What follows belongs to an exercise in optimizing a design on an open flow for small area; a production flow would make more cautious choices.
In this exercise RTL edits were held to simulation tests only and were not proved equivalent to the original.
Power and IR drop assume default switching activity.

==> flow/design.v <==
`timescale 1ns/1ps
package tea_pkg;
	typedef logic [31:0] word_t;
	typedef logic [7:0] scan_code_t;
	typedef logic [2:0] field_idx_t;  
	typedef logic [6:0] seg_t;        
	localparam word_t TEA_DELTA = 32'h9E37_79B9;
	localparam word_t TEA_DEC_SUM = 32'hC6EF_3720;  
	localparam int TEA_ROUNDS = 32;
	localparam int NUM_FIELDS = 6;
	localparam scan_code_t SC_ENTER = 8'h5A;
	localparam scan_code_t SC_SPACE = 8'h29;
	localparam scan_code_t SC_BREAK = 8'hF0;
	localparam scan_code_t SC_ESC = 8'h76;
	localparam scan_code_t SC_ENC = 8'h24;  
	localparam scan_code_t SC_DEC = 8'h23;  
	localparam logic [79:0] SC_DIGIT = {  
		8'h46, 8'h3E, 8'h3D, 8'h36, 8'h2E,
		8'h25, 8'h26, 8'h1E, 8'h16, 8'h45
	};
endpackage
`timescale 1ns/1ps
import tea_pkg::*;
module scan_entry (
	input logic clk,
	input logic resetFlag,
	input logic [7:0] scan_code,
	input logic scan_valid,
	input logic load_en,
	input logic clear,
	output logic [7:0] held_code,
	output logic abort,
	output logic digit_valid,
	output logic [3:0] digit,
	output logic [2:0] field
);
	logic after_break;  
	logic space_down;   
	logic make_strobe;
	logic space_step;
	logic field_last;
	assign make_strobe = scan_valid && scan_code != SC_BREAK && !after_break;
	assign space_step = make_strobe && scan_code == SC_SPACE && !space_down;
	assign field_last = field == 3'(NUM_FIELDS - 1);
	always_ff @(posedge clk) begin
		if (resetFlag) begin
			held_code <= '0;
			abort <= 1'b0;
		end else begin
			abort <= make_strobe && scan_code == SC_ESC;  
			if (scan_valid)
				held_code <= scan_code;
		end
	end
	always_ff @(posedge clk) begin
		if (resetFlag || abort) begin
			after_break <= 1'b0;
			space_down <= 1'b0;
		end else if (scan_valid) begin
			after_break <= scan_code == SC_BREAK;
			if (make_strobe)
				space_down <= scan_code == SC_SPACE;
		end
	end
	always_ff @(posedge clk) begin
		if (resetFlag || clear || abort) begin
			field <= '0;
		end else if (load_en && space_step && !field_last) begin
			field <= field + 3'd1;  
		end
	end
	always_comb begin
		digit_valid = 1'b0;
		digit = '0;
		for (int i = 0; i < 10; i++) begin
			if (held_code == SC_DIGIT[8*i +: 8]) begin
				digit_valid = 1'b1;
				digit = 4'(i);
			end
		end
	end
endmodule
`timescale 1ns/1ps
import tea_pkg::*;
module operand_regs (
	input logic clk,
	input logic resetFlag,
	input logic abort,
	input logic clear,
	input logic load_en,
	input logic digit_valid,
	input logic [3:0] digit,
	input logic [2:0] field,
	output logic [31:0] v0_init,
	output logic [31:0] v1_init,
	output logic [31:0] k0,
	output logic [31:0] k1,
	output logic [31:0] k2,
	output logic [31:0] k3
);
	logic [31:0] words [NUM_FIELDS];  
	logic wr_en;
	assign wr_en = load_en && digit_valid;
	always_ff @(posedge clk) begin
		if (resetFlag || clear || abort) begin
			for (int i = 0; i < NUM_FIELDS; i++)
				words[i] <= '0;
		end else if (wr_en) begin
			words[field] <= 32'(digit);  
		end
	end
	assign v0_init = words[0];
	assign v1_init = words[1];
	assign k0 = words[2];
	assign k1 = words[3];
	assign k2 = words[4];
	assign k3 = words[5];
endmodule
`timescale 1ns/1ps
import tea_pkg::*;
module tea_round_unit (
	input logic clk,
	input logic resetFlag,
	input logic abort,
	input logic clear,
	input logic enc_start,
	input logic enc_sum,
	input logic enc_res1,
	input logic enc_v0,
	input logic enc_res2,
	input logic enc_v1,
	input logic dec_start,
	input logic dec_res1,
	input logic dec_v1,
	input logic dec_res2,
	input logic dec_v0,
	input logic dec_sum,
	input logic [31:0] v0_init,
	input logic [31:0] v1_init,
	input logic [31:0] k0,
	input logic [31:0] k1,
	input logic [31:0] k2,
	input logic [31:0] k3,
	output logic [31:0] v0,
	output logic [31:0] v1
);
	logic [31:0] sum;
	logic [31:0] t_shl, t_add, t_shr;  
	logic [31:0] src, key_a, key_b;
	logic [31:0] mix;
	logic pick_v1;
	logic res_en;
	assign pick_v1 = enc_res1 | dec_res2;
	assign res_en = enc_res1 | enc_res2 | dec_res1 | dec_res2;
	assign src = pick_v1 ? v1 : v0;
	assign key_a = pick_v1 ? k0 : k2;
	assign key_b = pick_v1 ? k1 : k3;
	assign mix = t_shl ^ t_add ^ t_shr;
	always_ff @(posedge clk) begin
		if (resetFlag || clear || abort) begin
			v0 <= '0;
			v1 <= '0;
			sum <= '0;
			t_shl <= '0;
			t_add <= '0;
			t_shr <= '0;
		end else begin
			if (enc_start) begin
				v0 <= v0_init;
				v1 <= v1_init;
				sum <= '0;
			end
			if (dec_start)
				sum <= TEA_DEC_SUM;  
			if (enc_sum)
				sum <= sum + TEA_DELTA;
			if (dec_sum)
				sum <= sum - TEA_DELTA;
			if (res_en) begin
				t_shl <= (src << 4) + key_a;
				t_add <= src + sum;
				t_shr <= (src >> 5) + key_b;
			end
			if (enc_v0)
				v0 <= v0 + mix;
			if (enc_v1)
				v1 <= v1 + mix;
			if (dec_v1)
				v1 <= v1 - mix;
			if (dec_v0)
				v0 <= v0 - mix;
		end
	end
endmodule
`timescale 1ns/1ps
import tea_pkg::*;
module tea_sequencer (
	input logic clk,
	input logic resetFlag,
	input logic abort,
	input logic [7:0] held_code,
	output logic load_en,
	output logic clear,
	output logic enc_start,
	output logic enc_sum,
	output logic enc_res1,
	output logic enc_v0,
	output logic enc_res2,
	output logic enc_v1,
	output logic dec_start,
	output logic dec_res1,
	output logic dec_v1,
	output logic dec_res2,
	output logic dec_v0,
	output logic dec_sum,
	output logic show_v0,
	output logic show_v1
);
	typedef enum logic [4:0] {
		LOAD, LOAD_WAIT,
		WAIT_ENC,
		E_SUM, E_RES1, E_V0, E_RES2, E_V1,
		E_SHOW0, E_SHOW1,
		WAIT_DEC,
		D_RES1, D_V1, D_RES2, D_V0, D_SUM,
		D_SHOW0, D_SHOW1,
		FINAL
	} seq_state_t;
	seq_state_t state, next_state;
	logic [5:0] round_cnt;
	logic last_round;
	assign last_round = round_cnt == 6'(TEA_ROUNDS);
	always_comb begin
		next_state = state;
		case (state)
			LOAD: if (held_code == SC_ENTER) next_state = LOAD_WAIT;
			LOAD_WAIT: if (held_code != SC_ENTER) next_state = WAIT_ENC;  
			WAIT_ENC: if (held_code == SC_ENC) next_state = E_SUM;
			E_SUM: next_state = E_RES1;
			E_RES1: next_state = E_V0;
			E_V0: next_state = E_RES2;
			E_RES2: next_state = E_V1;
			E_V1: next_state = last_round ? E_SHOW0 : E_SUM;
			E_SHOW0: next_state = E_SHOW1;
			E_SHOW1: next_state = WAIT_DEC;
			WAIT_DEC: if (held_code == SC_DEC) next_state = D_RES1;
			D_RES1: next_state = D_V1;
			D_V1: next_state = D_RES2;
			D_RES2: next_state = D_V0;
			D_V0: next_state = D_SUM;
			D_SUM: next_state = last_round ? D_SHOW0 : D_RES1;
			D_SHOW0: next_state = D_SHOW1;
			D_SHOW1: next_state = FINAL;
			FINAL: next_state = LOAD;
			default: next_state = LOAD;
		endcase
	end
	always_ff @(posedge clk) begin
		if (resetFlag || abort) begin
			state <= LOAD;
			round_cnt <= '0;
		end else begin
			state <= next_state;
			if (state == WAIT_ENC || state == WAIT_DEC)
				round_cnt <= '0;
			else if (state == E_SUM || state == D_RES1)
				round_cnt <= round_cnt + 6'd1;  
		end
	end
	assign load_en = state == LOAD;
	assign clear = state == FINAL;
	assign enc_start = state == WAIT_ENC;  
	assign enc_sum = state == E_SUM;
	assign enc_res1 = state == E_RES1;
	assign enc_v0 = state == E_V0;
	assign enc_res2 = state == E_RES2;
	assign enc_v1 = state == E_V1;
	assign dec_start = state == WAIT_DEC;
	assign dec_res1 = state == D_RES1;
	assign dec_v1 = state == D_V1;
	assign dec_res2 = state == D_RES2;
	assign dec_v0 = state == D_V0;
	assign dec_sum = state == D_SUM;
	assign show_v0 = state == E_SHOW0 || state == D_SHOW0;
	assign show_v1 = state == E_SHOW1 || state == D_SHOW1;
endmodule
`timescale 1ns/1ps
import tea_pkg::*;
module result_display (
	input logic clk,
	input logic resetFlag,
	input logic abort,
	input logic show_v0,
	input logic show_v1,
	input logic [31:0] v0,
	input logic [31:0] v1,
	output logic [6:0] hex0,
	output logic [6:0] hex1,
	output logic [6:0] hex2,
	output logic [6:0] hex3,
	output logic [6:0] hex4,
	output logic [6:0] hex5,
	output logic [7:0] ledr
);
	logic [31:0] result;  
	function automatic logic [6:0] hex_seg(input logic [3:0] nib);
		case (nib)
			4'h0: hex_seg = 7'b100_0000;
			4'h1: hex_seg = 7'b111_1001;
			4'h2: hex_seg = 7'b010_0100;
			4'h3: hex_seg = 7'b011_0000;
			4'h4: hex_seg = 7'b001_1001;
			4'h5: hex_seg = 7'b001_0010;
			4'h6: hex_seg = 7'b000_0010;
			4'h7: hex_seg = 7'b111_1000;
			4'h8: hex_seg = 7'b000_0000;
			4'h9: hex_seg = 7'b001_1000;
			4'hA: hex_seg = 7'b000_1000;
			4'hB: hex_seg = 7'b000_0011;
			4'hC: hex_seg = 7'b100_0110;
			4'hD: hex_seg = 7'b010_0001;
			4'hE: hex_seg = 7'b000_0110;
			default: hex_seg = 7'b000_1110;  
		endcase
	endfunction
	always_ff @(posedge clk) begin
		if (resetFlag || abort) begin
			result <= '0;
		end else begin
			if (show_v0)
				result[15:0] <= v0[15:0];
			if (show_v1)
				result[31:16] <= v1[15:0];
		end
	end
	assign hex0 = hex_seg(result[3:0]);
	assign hex1 = hex_seg(result[7:4]);
	assign hex2 = hex_seg(result[11:8]);
	assign hex3 = hex_seg(result[19:16]);
	assign hex4 = hex_seg(result[23:20]);
	assign hex5 = hex_seg(result[27:24]);
	assign ledr = {result[31:28], result[15:12]};
endmodule
`timescale 1ns/1ps
import tea_pkg::*;
module tea_keypad_top (
	input logic clk,
	input logic resetFlag,
	input logic [7:0] scan_code,
	input logic scan_valid,
	output logic [6:0] hex0,
	output logic [6:0] hex1,
	output logic [6:0] hex2,
	output logic [6:0] hex3,
	output logic [6:0] hex4,
	output logic [6:0] hex5,
	output logic [7:0] ledr
);
	logic [7:0] held_code;
	logic abort, load_en, clear;
	logic digit_valid;
	logic [3:0] digit;
	logic [2:0] field;
	logic [31:0] v0_init, v1_init, k0, k1, k2, k3;
	logic [31:0] v0, v1;
	logic enc_start, enc_sum, enc_res1, enc_v0, enc_res2, enc_v1;
	logic dec_start, dec_res1, dec_v1, dec_res2, dec_v0, dec_sum;
	logic show_v0, show_v1;
	scan_entry u_scan_entry (
		.clk(clk), .resetFlag(resetFlag),
		.scan_code(scan_code), .scan_valid(scan_valid),
		.load_en(load_en), .clear(clear),
		.held_code(held_code), .abort(abort),
		.digit_valid(digit_valid), .digit(digit), .field(field)
	);
	operand_regs u_operand_regs (
		.clk(clk), .resetFlag(resetFlag), .abort(abort), .clear(clear),
		.load_en(load_en), .digit_valid(digit_valid), .digit(digit), .field(field),
		.v0_init(v0_init), .v1_init(v1_init),
		.k0(k0), .k1(k1), .k2(k2), .k3(k3)
	);
	tea_sequencer u_tea_sequencer (
		.clk(clk), .resetFlag(resetFlag), .abort(abort), .held_code(held_code),
		.load_en(load_en), .clear(clear),
		.enc_start(enc_start), .enc_sum(enc_sum), .enc_res1(enc_res1),
		.enc_v0(enc_v0), .enc_res2(enc_res2), .enc_v1(enc_v1),
		.dec_start(dec_start), .dec_res1(dec_res1), .dec_v1(dec_v1),
		.dec_res2(dec_res2), .dec_v0(dec_v0), .dec_sum(dec_sum),
		.show_v0(show_v0), .show_v1(show_v1)
	);
	tea_round_unit u_tea_round_unit (
		.clk(clk), .resetFlag(resetFlag), .abort(abort), .clear(clear),
		.enc_start(enc_start), .enc_sum(enc_sum), .enc_res1(enc_res1),
		.enc_v0(enc_v0), .enc_res2(enc_res2), .enc_v1(enc_v1),
		.dec_start(dec_start), .dec_res1(dec_res1), .dec_v1(dec_v1),
		.dec_res2(dec_res2), .dec_v0(dec_v0), .dec_sum(dec_sum),
		.v0_init(v0_init), .v1_init(v1_init),
		.k0(k0), .k1(k1), .k2(k2), .k3(k3),
		.v0(v0), .v1(v1)
	);
	result_display u_result_display (
		.clk(clk), .resetFlag(resetFlag), .abort(abort),
		.show_v0(show_v0), .show_v1(show_v1), .v0(v0), .v1(v1),
		.hex0(hex0), .hex1(hex1), .hex2(hex2),
		.hex3(hex3), .hex4(hex4), .hex5(hex5),
		.ledr(ledr)
	);
endmodule
==> flow/run.sh <==
#!/bin/bash
# synth_recipe.tcl (not shown) runs the flow's synth.tcl, then flattens the netlist and writes it again
# the make line also repeats each setting of config.mk as NAME=value (left out here)
make -C /OpenROAD-flow-scripts/flow DESIGN_CONFIG=/design/flow/config.mk WORK_HOME=/design/flow/orfs CLKGATE_MAP_FILE= SYNTH_SCRIPT=/design/flow/synth_recipe.tcl finish
==> flow/config.mk <==
export PLATFORM = sky130hd
export DESIGN_NAME = tea_keypad_top
export DESIGN_NICKNAME = tea_keypad_top
export VERILOG_FILES = /design/flow/design.v
export SDC_FILE = /design/flow/constraint.sdc
export NUM_CORES = 4
export LEC_CHECK = 0
export CAP_MARGIN = 20
export CORE_MARGIN = 2
export CORE_UTILIZATION = 40
export SLEW_MARGIN = 20
==> flow/constraint.sdc <==
create_clock -name core_clock -period 10.0 [get_ports {clk}]
set_input_delay 2.0000 -clock core_clock [delete_from_list [all_inputs] [get_ports {clk}]]
set_output_delay 2.0000 -clock core_clock [all_outputs]
set_load 0.01 [all_outputs]
==> run_results.csv <==
group,metric,value,unit
timing,setup_tns,0,ns
global_route,grt_use_total,23.2,%
logic_synthesis,yosys_warnings,5,
cells_and_area,areaGrowthSynthToFinish,9.99,%
floorplan,ios,61,
clocking,cts-root-buf,"clkbuf_16",
global_route,grt_pass1_wl,114000,µm
global_route,grt.overflow.total,0,
detailed_routing,firstDrtPassIters,6,
timing,fin_ws,4.59,ns
floorplan,core-area,57900,µm²
timing,period_share,54.1,%
floorplan,rows,88,
power_and_ir_drop,power_density,176,nW/µm²
power_and_ir_drop,leakagePower,9.93,nW
critical_path,required,10.49,ns
clocking,hold_buffers,0,
power_and_ir_drop,ir_drop,113,µV
cells_and_area,drive_gt1_share,6.03,%
critical_path,cp_data_arrival_time,5.90,ns
timing,maxSlewViolCount,0,
timing,whs,0.462,ns
run,max_cap_violations,0,
clocking,cts_tree,"done",
logic_synthesis,synth_edf_count,24,
critical_path,critical_path_class,"register to register",
detailed_routing,drt_iter0_drc,2404,
detailed_routing,via_per_inst,5.90,
logic_synthesis,dominantRegCellSynth,"dfxtp_1",
critical_path,cp_max_fo,52,
timing,tightest_slew,1.18,ns
floorplan,die_h,247,µm
cells_and_area,layout_common_cells,"nor2_1 (315), a21oi_1 (288), dfxtp_1 (287)",
clocking,cts_resized,0,
clocking,post-cts-setup-buffers,0,
status,outcome,"complete, no violations",
clocking,clock_sinks,311,
detailed_routing,vias,22236,
logic_synthesis,synth_area,23500,µm²
detailed_routing,wirelength,71800,µm
logic_synthesis,syn_avg_cell_area,7.75,µm²
floorplan,dieArea,60800,µm²
detailed_routing,avgRoutedWirePerCell,19.1,µm
place,dp_cells,3697,
place,io_buffers,60,
timing,skew,0.0137,ns
global_route,antenna_found_initial,0,
timing,post-route-min-period,5.41,ns
timing,rsz0062_at_grt,"false",
logic_synthesis,synth_seq_cells,311,
cells_and_area,layoutNonFillerInstCount,3767,
place,place_congestion,0.956,
place,place_ws,4.31,ns
logic_synthesis,syn_nets,3251,
logic_synthesis,synth.distinct_cells,94,
logic_synthesis,syn_inst,3037,
clocking,htreeDepth,2,
cells_and_area,stdcell_area,25900,µm²
floorplan,start_util,40.6,%
global_route,grt_start_max_net_pins,82,
cells_and_area,diodes,0,
cells_and_area,nets,3187,
timing,hold_violations,0,
clocking,clk_latency,0.58,ns
floorplan,die_w,247,µm
detailed_routing,ant_nets,0,
critical_path,critPathCaptureType,"register",
timing,setup_violations,0,
timing,max_freq,0.185,GHz
cells_and_area,mostFrequentLayoutCell,"nor2_1",
clocking,cts_made_buffers,39,
place,place_hpwl,52700,µm
hold_path,hold_path.class,"register to register",
timing,worst_slew_margin_rel,19.2,%
logic_synthesis,ys_async_sr_fraction,0,%
place,dpl_cell_area,24600,µm²
logic_synthesis,ys_seq_area_share,27.5,%
global_route,grt_pass1_vias,21072,
clocking,path_clk_slew,0.06,ns
critical_path,start_kind,"register",
clocking,clock_path_buffers,3,
detailed_routing,drc,0,
==> critical path: stages (launching register included) <==
cell and delay [ns]:
dfxtp_1 0.95, nor2b_1 0.30, nand3b_1 0.18, buf_4 0.60
mux2i_1 0.43, inv_1 0.14, ha_1 0.35, a2111oi_0 0.53
nand2b_1 0.11, o31ai_1 0.63, o211ai_1 0.21, a31o_2 0.28
a21oi_1 0.17, xnor2_1 0.14, nand2_1 0.07, a21oi_1 0.16
==> flip-flops by register name (all words and copies together), names as in the netlist, 8 cells and up <==
register and count:
u_tea_round_unit.v0 32, u_tea_round_unit.t_add 32, u_operand_regs.words 24, u_result_display.result 32, u_tea_round_unit.t_shl 32, u_tea_round_unit.v1 32, u_tea_round_unit.sum 32, u_scan_entry.held_code 8
u_tea_round_unit.t_shr 28
==> where the power goes <==
group          internal, mW  leakage [nW]  switching, mW
logic                 0.648          6.72           1.01
registers              1.31          2.56          0.125
clock network         0.870         0.642          0.594
==> routing by layer <==
| layer | wire [µm] | up-vias | track usage, % |
|---|---|---|---|
| li1 | - | 10809 | - |
| met1 | 34200 | 10605 | 32.8 |
| met2 | 31700 | 716 | 36.8 |
| met3 | 4280 | 106 | 2.95 |
| met4 | 1660 | 0 | 6.63 |
| met5 | 0 | - | 0 |
==> worst paths after layout <==
path / from / to / slack, ns / cells past startpoint
worst max register to register: u_tea_sequencer.state[4]$_SDFFE_PP0P_ / u_tea_round_unit.t_add[25]$_SDFFE_PP0P_ / 4.59 / 15
worst max-delay path: u_tea_sequencer.state[4]$_SDFFE_PP0P_ / u_tea_round_unit.t_add[25]$_SDFFE_PP0P_ / 4.59 / 15
worst min-delay path: u_tea_round_unit.t_add[20]$_SDFFE_PP0P_ / u_tea_round_unit.t_add[20]$_SDFFE_PP0P_ / 0.46 / 2
worst min register to register: u_tea_round_unit.t_add[20]$_SDFFE_PP0P_ / u_tea_round_unit.t_add[20]$_SDFFE_PP0P_ / 0.46 / 2
==> synthesized netlist by cell type, types with 17 or more instances <==
| master | count | area, µm² |
|---|---|---|
| or3_1 | 27 | 169 |
| nor2_1 | 318 | 1190 |
| o22ai_1 | 60 | 375 |
| or2_2 | 22 | 138 |
| inv_1 | 165 | 619 |
| nand3_1 | 68 | 340 |
| nand4_1 | 19 | 119 |
| buf_2 | 18 | 90.1 |
| a221o_1 | 23 | 230 |
| o21ai_0 | 150 | 751 |
| ha_1 | 197 | 2460 |
| nand2b_1 | 40 | 250 |
| a22oi_1 | 28 | 210 |
| nor3_1 | 83 | 415 |
| xor2_1 | 45 | 394 |
| dfxtp_1 | 287 | 5750 |
| a21o_1 | 40 | 300 |
| o211ai_1 | 26 | 195 |
| nand2_1 | 275 | 1030 |
| edfxtp_1 | 24 | 721 |
| mux2_2 | 22 | 248 |
| a211oi_1 | 49 | 368 |
| xnor2_1 | 130 | 1140 |
| o221ai_1 | 18 | 158 |
| a31oi_1 | 36 | 225 |
| a21oi_1 | 288 | 1440 |
| and3_1 | 17 | 106 |
| mux2i_1 | 69 | 691 |
| clkbuf_1 | 152 | 571 |
| nor2b_1 | 39 | 244 |
| o31ai_1 | 27 | 203 |
| a221oi_1 | 24 | 210 |
| o21bai_1 | 29 | 218 |
==> cell families (layout without fill, tap and decap cells) <==
group	after synthesis	count (layout)	synth area share, %
adders and majority gates	203	203	11.0
and+or+nand+nor	955	955	18.5
DFF	311	311	27.5
muxes	92	92	4.08
AOI/OAI and AO/OA	942	942	26.4
xor gates and xnor gates	175	175	6.51
buffers and inverters	359	324	5.97
==> layout make-up <==
| type | count | area (µm²) |
|---|---|---|
| fill | 5863 | 32000 |
| multi-input combinational | 2367 | 15700 |
| sequential | 311 | 6470 |
| clock buffer | 52 | 1080 |
| tap | 765 | 957 |
| timing repair buffer | 86 | 796 |
| inverter | 168 | 631 |
| clock inverter | 18 | 218 |
==> metrics by stage <==
| step | power (mW) | util, % |
|---|---|---|
| after global routing | 4.79 | 44.7 |
| final | 4.56 | 44.7 |
| after floorplan | 2.63 | - |
| after global placement | 3.06 | 42.4 |
| after detailed placement | 3.07 | 42.4 |
| after CTS | 4.55 | 44.7 |

[port drivers added, routing unchanged]
No port has a modelled driver above. Below, the same layout with a new extraction and two added sets of constraints. Step 1 sets driving cells, clkbuf_16 on the clock port and buf_2 on the other inputs (assumed; they add their load-dependent delay and slew). Step 2, shift: input delay + t, output delay - t, t = (earliest + latest rising clock arrival at the registers) / 2. This alone moves slack from input paths to output paths. Slacks: no drivers / after step 1 / after step 2; pairs: no drivers / after step 1.
t, ns: 0.630
slack for setup (ns): 4.594 / 4.594 / 4.347
hold slack, ns: 0.462 / 0.462 / 0.462
After both steps this run still meets setup and hold. The setup slack of this run moves by 0.000 ns with the drivers and by -0.247 ns with both steps.
